This design comes from an exercise in tuning for small area, a short achievable clock period and few clock cycles per item on the open sky130 flow, not from production work. RTL that was checked went through simulation tests only; none was proved equivalent to the original. Power is estimated from default activity; no workload was simulated.

## the previous run
==> module cm_top, before the edit <==
module cm_top #(
    parameter logic [31:0] RF_BADDR = 32'd0      
) (
    input  wire         clk,
    input  wire         rst_n,
    input  wire  [31:0] rf_addr,
    input  wire         rf_wr,
    input  wire  [31:0] rf_cfg,
    output logic [31:0] rf_sts,
    output logic        mem_ce,
    output logic        mem_we,
    output logic [31:0] mem_addr,
    output logic [7:0]  mem_wr_data,
    input  wire  [7:0]  mem_rd_data
);
    logic sel_op1, sel_op2, sel_res, sel_nop, sel_start, sel_sts;
    assign sel_op1   = rf_wr & (rf_addr == RF_BADDR + 32'd0);
    assign sel_op2   = rf_wr & (rf_addr == RF_BADDR + 32'd1);
    assign sel_res   = rf_wr & (rf_addr == RF_BADDR + 32'd2);
    assign sel_nop   = rf_wr & (rf_addr == RF_BADDR + 32'd3);
    assign sel_start = rf_wr & (rf_addr == RF_BADDR + 32'd4);
    assign sel_sts   = rf_wr & (rf_addr == RF_BADDR + 32'd5);
    logic        running;        
    logic        done_q;         
    logic [10:1] s;              
    logic        first;          
    logic        last;           
    logic        cv;             
    logic        rot;            
    logic        rz;             
    logic [31:0] rd_cnt;        
    logic [31:0] nop_q;
    logic        go, pend, finish;
    logic        r_n, f_n, l_n;
    logic [10:1] s_n;
    assign go     = sel_start & rf_cfg[0] & ~running;
    assign pend   = first ? s[6] : s[10];                      
    assign finish = last & s[10];
    always_comb begin
        r_n = running;
        f_n = first;
        l_n = last;
        s_n = 10'd1;
        if (!running) begin
            if (go) begin
                r_n = 1'b1;
                f_n = 1'b1;
                l_n = 1'b0;
            end
        end else if (finish) begin
            r_n = 1'b0;
        end else if (pend) begin
            f_n = 1'b0;
            l_n = rz;
        end else begin
            s_n = {s[9:1], 1'b0};
        end
    end
    always_ff @(posedge clk or negedge rst_n) begin
        if (!rst_n) begin
            running <= 1'b0;
            done_q  <= 1'b0;
            s       <= 10'd1;
            first   <= 1'b0;
            last    <= 1'b0;
            cv      <= 1'b0;
            rot     <= 1'b0;
            mem_ce  <= 1'b0;
            mem_we  <= 1'b0;
        end else begin
            if (sel_sts)
                done_q <= 1'b0;
            else if (running && finish)
                done_q <= 1'b1;
            running <= r_n;
            first   <= f_n;
            last    <= l_n;
            s       <= s_n;
            if (!running)
                cv <= 1'b0;
            else if (pend)
                cv <= ~last;
            rot     <= running & (s[1] | s[3] | (first ? s[5] : s[9]));
            mem_ce  <= r_n & ((|s_n[4:1]) ? ~l_n : ~f_n);
            mem_we  <= ~(|s_n[4:1]);
        end
    end
    always_ff @(posedge clk) begin
        if (sel_nop)
            nop_q <= rf_cfg;
        if (!running)
            rd_cnt <= 32'd0;
        else if (s[1] && !last)
            rd_cnt <= rd_cnt + 32'd1;
        rz <= (rd_cnt == nop_q);
    end
    assign rf_sts = {31'd0, done_q};
    logic [31:0] b_p, c_p, inc;
    assign inc = mem_addr + {31'd0, mem_ce};
    always_ff @(posedge clk or negedge rst_n) begin
        if (!rst_n) begin
            mem_addr <= 32'd0;
            b_p      <= 32'd0;
            c_p      <= 32'd0;
        end else begin
            if (sel_op1)
                mem_addr <= rf_cfg;
            else if (rot)
                mem_addr <= b_p;
            else
                mem_addr <= inc;
            if (sel_op2)
                b_p <= rf_cfg;
            else if (rot)
                b_p <= c_p;
            if (sel_res)
                c_p <= rf_cfg;
            else if (rot)
                c_p <= inc;
        end
    end
    logic [7:0] s_q, x1, y1, x2r, y2r, x2n, y2n;
    assign x2n = s[4] ? {mem_rd_data[5:0], mem_rd_data[7:6]} : {x2r[1:0], x2r[7:2]};
    assign y2n = s[5] ? mem_rd_data : {y2r[1:0], y2r[7:2]};
    always_ff @(posedge clk) begin
        s_q <= mem_rd_data;                                       
        if (s[3]) begin
            x1 <= s_q;
            y1 <= mem_rd_data;
        end
        x2r <= x2n;
        y2r <= y2n;
    end
    function automatic logic [2:0] bdec(input logic [2:0] w);
        bdec = {w[2],
                (w[2] & ~w[1] & ~w[0]) | (~w[2] & w[1] & w[0]),
                w[1] ^ w[0]};
    endfunction
    function automatic logic [11:0] bterm(input logic [7:0] m, input logic [2:0] d, input logic inv);
        logic        neg;
        logic [10:0] mag;
        neg = d[2] ^ inv;
        mag = d[0] ? {{3{m[7]}}, m} : (d[1] ? {{2{m[7]}}, m, 1'b0} : 11'd0);
        bterm = {neg, mag ^ {11{neg}}};
    endfunction
    logic       m0;                  
    logic [2:0] dx, dy;              
    assign m0 = first ? s[5] : s[9];
    always_ff @(posedge clk) begin
        dx <= bdec({x2n[1:0], x2n[7] & ~m0});
        dy <= bdec({y2n[1:0], y2n[7] & ~m0});
    end
    logic [11:0] ta, tb, tc, td;
    logic [10:0] abx, aby;
    logic        cbx, cby;
    assign ta = bterm(x1, dx, 1'b0);
    assign tb = bterm(y1, dy, 1'b1);
    assign tc = bterm(x1, dy, 1'b0);
    assign td = bterm(y1, dx, 1'b0);
    always_ff @(posedge clk) begin
        abx <= ta[10:0] + tb[10:0] + {10'd0, ta[11]};
        cbx <= tb[11];
        aby <= tc[10:0] + td[10:0] + {10'd0, tc[11]};
        cby <= td[11];
    end
    logic        itp;
    logic [8:0]  px, py;
    logic [7:0]  lx, ly;
    logic [10:0] tx, ty;
    assign itp  = cv & (|s[4:1]);
    assign tx   = {{2{px[8]}}, px} + abx + {10'd0, cbx};
    assign ty   = {{2{py[8]}}, py} + aby + {10'd0, cby};
    always_ff @(posedge clk) begin
        if (itp) begin
            px <= tx[10:2];
            py <= ty[10:2];
            lx <= {tx[1:0], lx[7:2]};
            ly <= {ty[1:0], ly[7:2]};
        end else if (pend) begin
            px <= 9'd0;
            py <= 9'd0;
        end
    end
    always_ff @(posedge clk) begin
        if (s[4])
            mem_wr_data <= {ty[1:0], ly[7:2]};
        else if (s[5])
            mem_wr_data <= py[7:0];
        else if (s[6])
            mem_wr_data <= {8{py[8]}};
        else if (s[7])
            mem_wr_data <= lx;
        else if (s[8])
            mem_wr_data <= px[7:0];
        else if (s[9])
            mem_wr_data <= {8{px[8]}};
    end
endmodule
Settings: LEC_CHECK=0, ABC_CLOCK_PERIOD_IN_PS=2500, CAP_MARGIN=20, CORE_MARGIN=2, CORE_UTILIZATION=40, PLACE_DENSITY=0.6, SETUP_SLACK_MARGIN=2.5, SLEW_MARGIN=20; clock period 5.0 ns.
run.sh (not shown) runs the stock make flow with config.mk's settings and CLKGATE_MAP_FILE= SYNTH_SCRIPT=/design/flow/synth_recipe.tcl, a recipe that flattens the netlist after the stock synthesis.
Having completed the whole flow, the previous run delivered a layout that passed the timing, DRC and antenna checks.
> inputs changed (the previous run -> the current run)
--- a/flow/design.v
+++ b/flow/design.v
@@ -29,9 +29,9 @@
     logic        last;           
     logic        cv;             
     logic        rot;            
     logic        rz;             
-    logic [31:0] rd_cnt;        
+    logic [31:0] rd_left;        
     logic [31:0] nop_q;
     logic        go, pend, finish;
     logic        r_n, f_n, l_n;
     logic [10:1] s_n;
@@ -81,21 +81,21 @@
             if (!running)
                 cv <= 1'b0;
             else if (pend)
                 cv <= ~last;
-            rot     <= running & (s[1] | s[3] | (first ? s[5] : s[9]));
+            rot     <= r_n & (s_n[2] | s_n[4] | (f_n ? s_n[6] : s_n[10]));
             mem_ce  <= r_n & ((|s_n[4:1]) ? ~l_n : ~f_n);
             mem_we  <= ~(|s_n[4:1]);
         end
     end
     always_ff @(posedge clk) begin
         if (sel_nop)
             nop_q <= rf_cfg;
-        if (!running)
-            rd_cnt <= 32'd0;
+        if (go)
+            rd_left <= nop_q;
         else if (s[1] && !last)
-            rd_cnt <= rd_cnt + 32'd1;
-        rz <= (rd_cnt == nop_q);
+            rd_left <= rd_left - 32'd1;
+        rz <= (rd_left == 32'd0);
     end
     assign rf_sts = {31'd0, done_q};
     logic [31:0] b_p, c_p, inc;
     assign inc = mem_addr + {31'd0, mem_ce};
@@ -164,24 +164,22 @@
         cbx <= tb[11];
         aby <= tc[10:0] + td[10:0] + {10'd0, tc[11]};
         cby <= td[11];
     end
-    logic        itp;
+    logic        itp, itp0;
     logic [8:0]  px, py;
     logic [7:0]  lx, ly;
     logic [10:0] tx, ty;
     assign itp  = cv & (|s[4:1]);
-    assign tx   = {{2{px[8]}}, px} + abx + {10'd0, cbx};
-    assign ty   = {{2{py[8]}}, py} + aby + {10'd0, cby};
+    assign itp0 = s[1];
+    assign tx   = (itp0 ? 11'd0 : {{2{px[8]}}, px}) + abx + {10'd0, cbx};
+    assign ty   = (itp0 ? 11'd0 : {{2{py[8]}}, py}) + aby + {10'd0, cby};
     always_ff @(posedge clk) begin
         if (itp) begin
             px <= tx[10:2];
             py <= ty[10:2];
             lx <= {tx[1:0], lx[7:2]};
             ly <= {ty[1:0], ly[7:2]};
-        end else if (pend) begin
-            px <= 9'd0;
-            py <= 9'd0;
         end
     end
     always_ff @(posedge clk) begin
         if (s[4])
- For sequential-cell power consumption, the current run and the previous run come out practically identical.
- In the tables for the previous run and the current run, data arrival time of the critical path reads lower with the current run.
- | global router's overall resource usage | higher: the previous run |
- [the current run] routed wire length rose 0.60% relative to the previous run
- Re post-layout instance count excluding filler cells: the current run is 0.93% up on the previous run.
- Against the previous run, the current run reports a highest ir drop seen on vdd that is lower.
- Group drawing the most power: clock -> the previous run, registers -> the current run
- Of the previous run and the current run, the run reporting the lower share of total power in the clock network was the current run.
No run of this note included a check of the RTL's function; only the layout flow was run.

* * *

## main
Another version of the RTL of cm_top (not shown whole).
Size: ~1400 cells after synthesis, ~290 flip-flops, roughly 150 I/O pins.
==> module cm_top, before the edit <==
module cm_top #(
    parameter logic [31:0] RF_BADDR = 32'd0      
) (
    input  wire         clk,
    input  wire         rst_n,
    input  wire  [31:0] rf_addr,
    input  wire         rf_wr,
    input  wire  [31:0] rf_cfg,
    output logic [31:0] rf_sts,
    output logic        mem_ce,
    output logic        mem_we,
    output logic [31:0] mem_addr,
    output logic [7:0]  mem_wr_data,
    input  wire  [7:0]  mem_rd_data
);
    logic sel_op1, sel_op2, sel_res, sel_nop, sel_start, sel_sts;
    assign sel_op1   = rf_wr & (rf_addr == RF_BADDR + 32'd0);
    assign sel_op2   = rf_wr & (rf_addr == RF_BADDR + 32'd1);
    assign sel_res   = rf_wr & (rf_addr == RF_BADDR + 32'd2);
    assign sel_nop   = rf_wr & (rf_addr == RF_BADDR + 32'd3);
    assign sel_start = rf_wr & (rf_addr == RF_BADDR + 32'd4);
    assign sel_sts   = rf_wr & (rf_addr == RF_BADDR + 32'd5);
    logic        running;        
    logic        done_q;         
    logic [10:1] s;              
    logic        first;          
    logic        last;           
    logic        cv;             
    logic        rot;            
    logic        rz;             
    logic [31:0] rd_left;        
    logic [31:0] nop_q;
    logic        go, pend, finish;
    logic        r_n, f_n, l_n;
    logic [10:1] s_n;
    assign go     = sel_start & rf_cfg[0] & ~running;
    assign pend   = first ? s[6] : s[10];                      
    assign finish = last & s[10];
    always_comb begin
        r_n = running;
        f_n = first;
        l_n = last;
        s_n = 10'd1;
        if (!running) begin
            if (go) begin
                r_n = 1'b1;
                f_n = 1'b1;
                l_n = 1'b0;
            end
        end else if (finish) begin
            r_n = 1'b0;
        end else if (pend) begin
            f_n = 1'b0;
            l_n = rz;
        end else begin
            s_n = {s[9:1], 1'b0};
        end
    end
    always_ff @(posedge clk or negedge rst_n) begin
        if (!rst_n) begin
            running <= 1'b0;
            done_q  <= 1'b0;
            s       <= 10'd1;
            first   <= 1'b0;
            last    <= 1'b0;
            cv      <= 1'b0;
            rot     <= 1'b0;
            mem_ce  <= 1'b0;
            mem_we  <= 1'b0;
        end else begin
            if (sel_sts)
                done_q <= 1'b0;
            else if (running && finish)
                done_q <= 1'b1;
            running <= r_n;
            first   <= f_n;
            last    <= l_n;
            s       <= s_n;
            if (!running)
                cv <= 1'b0;
            else if (pend)
                cv <= ~last;
            rot     <= running & (s[1] | s[3] | (first ? s[5] : s[9]));
            mem_ce  <= r_n & ((|s_n[4:1]) ? ~l_n : ~f_n);
            mem_we  <= ~(|s_n[4:1]);
        end
    end
    always_ff @(posedge clk) begin
        if (sel_nop)
            nop_q <= rf_cfg;
        if (!running)
            rd_left <= nop_q;
        else if (s[1] && !last)
            rd_left <= rd_left - 32'd1;
        rz <= (rd_left == 32'd0);
    end
    assign rf_sts = {31'd0, done_q};
    logic [31:0] b_p, c_p, inc;
    assign inc = mem_addr + {31'd0, mem_ce};
    always_ff @(posedge clk or negedge rst_n) begin
        if (!rst_n) begin
            mem_addr <= 32'd0;
            b_p      <= 32'd0;
            c_p      <= 32'd0;
        end else begin
            if (sel_op1)
                mem_addr <= rf_cfg;
            else if (rot)
                mem_addr <= b_p;
            else
                mem_addr <= inc;
            if (sel_op2)
                b_p <= rf_cfg;
            else if (rot)
                b_p <= c_p;
            if (sel_res)
                c_p <= rf_cfg;
            else if (rot)
                c_p <= inc;
        end
    end
    logic [7:0] s_q, x1, y1, x2r, y2r, x2n, y2n;
    assign x2n = s[4] ? {mem_rd_data[5:0], mem_rd_data[7:6]} : {x2r[1:0], x2r[7:2]};
    assign y2n = s[5] ? mem_rd_data : {y2r[1:0], y2r[7:2]};
    always_ff @(posedge clk) begin
        s_q <= mem_rd_data;                                       
        if (s[3]) begin
            x1 <= s_q;
            y1 <= mem_rd_data;
        end
        x2r <= x2n;
        y2r <= y2n;
    end
    function automatic logic [2:0] bdec(input logic [2:0] w);
        bdec = {w[2],
                (w[2] & ~w[1] & ~w[0]) | (~w[2] & w[1] & w[0]),
                w[1] ^ w[0]};
    endfunction
    function automatic logic [11:0] bterm(input logic [7:0] m, input logic [2:0] d, input logic inv);
        logic        neg;
        logic [10:0] mag;
        neg = d[2] ^ inv;
        mag = d[0] ? {{3{m[7]}}, m} : (d[1] ? {{2{m[7]}}, m, 1'b0} : 11'd0);
        bterm = {neg, mag ^ {11{neg}}};
    endfunction
    logic       m0;                  
    logic [2:0] dx, dy;              
    assign m0 = first ? s[5] : s[9];
    always_ff @(posedge clk) begin
        dx <= bdec({x2n[1:0], x2n[7] & ~m0});
        dy <= bdec({y2n[1:0], y2n[7] & ~m0});
    end
    logic [11:0] ta, tb, tc, td;
    logic [10:0] abx, aby;
    logic        cbx, cby;
    assign ta = bterm(x1, dx, 1'b0);
    assign tb = bterm(y1, dy, 1'b1);
    assign tc = bterm(x1, dy, 1'b0);
    assign td = bterm(y1, dx, 1'b0);
    always_ff @(posedge clk) begin
        abx <= ta[10:0] + tb[10:0] + {10'd0, ta[11]};
        cbx <= tb[11];
        aby <= tc[10:0] + td[10:0] + {10'd0, tc[11]};
        cby <= td[11];
    end
    logic        itp;
    logic [8:0]  px, py;
    logic [7:0]  lx, ly;
    logic [10:0] tx, ty;
    assign itp  = cv & (|s[4:1]);
    assign tx   = {{2{px[8]}}, px} + abx + {10'd0, cbx};
    assign ty   = {{2{py[8]}}, py} + aby + {10'd0, cby};
    always_ff @(posedge clk) begin
        if (itp) begin
            px <= tx[10:2];
            py <= ty[10:2];
            lx <= {tx[1:0], lx[7:2]};
            ly <= {ty[1:0], ly[7:2]};
        end else if (pend) begin
            px <= 9'd0;
            py <= 9'd0;
        end
    end
    always_ff @(posedge clk) begin
        if (s[4])
            mem_wr_data <= {ty[1:0], ly[7:2]};
        else if (s[5])
            mem_wr_data <= py[7:0];
        else if (s[6])
            mem_wr_data <= {8{py[8]}};
        else if (s[7])
            mem_wr_data <= lx;
        else if (s[8])
            mem_wr_data <= px[7:0];
        else if (s[9])
            mem_wr_data <= {8{px[8]}};
    end
endmodule
clock: 5.0 ns
lec_check: 0
abc_clock_period_in_ps: 2500
cap_margin: 20
core_margin: 2
core_utilization: 40
place_density: 0.6
setup_slack_margin: 2.5
slew_margin: 20
Testbench counts of main, summed over its fixed seeds: cycles 15,193, ops 1,445.
The inputs of the feature branch differ from those of main as listed below.
-- flow/design.v --
<<< main, line 17
);
    logic sel_op1, sel_op2, sel_res, sel_nop, sel_start, sel_sts;
    assign sel_op1   = rf_wr & (rf_addr == RF_BADDR + 32'd0);
    assign sel_op2   = rf_wr & (rf_addr == RF_BADDR + 32'd1);
    assign sel_res   = rf_wr & (rf_addr == RF_BADDR + 32'd2);
    assign sel_nop   = rf_wr & (rf_addr == RF_BADDR + 32'd3);
    assign sel_start = rf_wr & (rf_addr == RF_BADDR + 32'd4);
    assign sel_sts   = rf_wr & (rf_addr == RF_BADDR + 32'd5);
    logic        running;        
    logic        done_q;         
>>> the feature branch, line 17
);
    logic sel_op1, sel_op2, sel_res, sel_nop, sel_start, sel_sts;
    logic [31:0] rf_q;
    assign sel_sts   = rf_wr & (rf_addr == RF_BADDR + 32'd5);
    always_ff @(posedge clk or negedge rst_n) begin
        if (!rst_n) begin
            sel_op1   <= 1'b0;
            sel_op2   <= 1'b0;
            sel_res   <= 1'b0;
            sel_nop   <= 1'b0;
            sel_start <= 1'b0;
        end else begin
            sel_op1   <= rf_wr & (rf_addr == RF_BADDR + 32'd0);
            sel_op2   <= rf_wr & (rf_addr == RF_BADDR + 32'd1);
            sel_res   <= rf_wr & (rf_addr == RF_BADDR + 32'd2);
            sel_nop   <= rf_wr & (rf_addr == RF_BADDR + 32'd3);
            sel_start <= rf_wr & (rf_addr == RF_BADDR + 32'd4);
        end
    end
    always_ff @(posedge clk)
        rf_q <= rf_cfg;
    logic        running;        
    logic        done_q;         
<<< main, line 31
    logic        rot;            
    logic        rz;             
    logic [31:0] rd_left;        
    logic [31:0] nop_q;
    logic        go, pend, finish;
    logic        r_n, f_n, l_n;
    logic [10:1] s_n;
    assign go     = sel_start & rf_cfg[0] & ~running;
    assign pend   = first ? s[6] : s[10];                      
    assign finish = last & s[10];
>>> the feature branch, line 44
    logic        rot;            
    logic        rz;             
    logic [31:0] rd_cnt;        
    logic [31:0] nop_q;
    logic        go, pend, finish;
    logic        r_n, f_n, l_n;
    logic [10:1] s_n;
    assign go     = sel_start & rf_q[0] & ~running;
    assign pend   = first ? s[6] : s[10];                      
    assign finish = last & s[10];
<<< main, line 90
    always_ff @(posedge clk) begin
        if (sel_nop)
            nop_q <= rf_cfg;
        if (!running)
            rd_left <= nop_q;
        else if (s[1] && !last)
            rd_left <= rd_left - 32'd1;
        rz <= (rd_left == 32'd0);
    end
    assign rf_sts = {31'd0, done_q};
>>> the feature branch, line 103
    always_ff @(posedge clk) begin
        if (sel_nop)
            nop_q <= rf_q;
        if (!running)
            rd_cnt <= 32'd0;
        else if (s[1] && !last)
            rd_cnt <= rd_cnt + 32'd1;
        rz <= (rd_cnt == nop_q);
    end
    assign rf_sts = {31'd0, done_q};
<<< main, line 107
        end else begin
            if (sel_op1)
                mem_addr <= rf_cfg;
            else if (rot)
                mem_addr <= b_p;
>>> the feature branch, line 120
        end else begin
            if (sel_op1)
                mem_addr <= rf_q;
            else if (rot)
                mem_addr <= b_p;
<<< main, line 113
                mem_addr <= inc;
            if (sel_op2)
                b_p <= rf_cfg;
            else if (rot)
                b_p <= c_p;
            if (sel_res)
                c_p <= rf_cfg;
            else if (rot)
                c_p <= inc;
>>> the feature branch, line 126
                mem_addr <= inc;
            if (sel_op2)
                b_p <= rf_q;
            else if (rot)
                b_p <= c_p;
            if (sel_res)
                c_p <= rf_q;
            else if (rot)
                c_p <= inc;
==> comparison <==
- For the feature branch and main, there was not a single run that failed to finish clean.
- The feature branch — multi-input gate share of total cell area 0.52 points lower, main as reference
- Of the feature branch and main, the run reporting the higher count of different cell masters after synthesis was main.
- Launch point of the worst path = mem_addr[5]: the feature branch; launch point of the worst path = mem_addr[0]: main
- [compare] base=main new=the feature branch: non-clock buffer count now smaller; worst-margin pin slew now larger; total power now larger.
- Note that the first-iteration DRC count recorded for the feature branch amounts to 0.950 times the value seen in main.
- Diff main..the feature branch | highest attainable clock frequency | negligible
- The peak ir drop on the vdd network reported for the feature branch is smaller than that of main by 28%.
- Diff main -> the feature branch: worst setup slack closely matched the old numbers, cell area increased by about 0.56% relative to the old numbers.
Function not checked in the feature branch: the RTL went through the layout flow alone.

## what the ideal ports hide
The flow's constraints put no driver on any port. The routed layouts listed below were extracted and timed again, unchanged, in two steps.
Step 1 (the two cells are an assumption about what drives the block):
set clk [get_ports {clk}]
set_driving_cell -lib_cell sky130_fd_sc_hd__clkbuf_16 $clk
set_driving_cell -lib_cell sky130_fd_sc_hd__buf_2 [delete_from_list [all_inputs] $clk]
Step 2 moves the port delays by t, midway between the first and last clock arrival at a register: inputs arrive t later, outputs are due t later. That takes back most of the time a late clock gives input paths.
a / b / c = ideal ports / drivers / drivers and shift; a / b = the first two.
run	t, ns	setup slack, ns	worst hold slack (ns)	worst setup path at the end	worst slew at a driven data input, ns
the previous run	0.625	2.378 / 2.405 / 1.780	0.387 / 0.387 / 0.387	input to register	0.08
the current run	0.551	2.201 / 2.201 / 1.932	0.406 / 0.406 / 0.406	input to register	0.08
main	0.565	2.534 / 2.477 / 1.999	0.403 / 0.403 / 0.403	input to register	0.07
the feature branch	0.569	2.535 / 2.482 / 2.266	0.399 / 0.399 / 0.399	input to register	0.08
After both steps every run listed still meets setup and hold. For the previous run, which loses most, drivers alone change the setup slack by +0.027 ns; drivers and shift together by -0.598 ns.
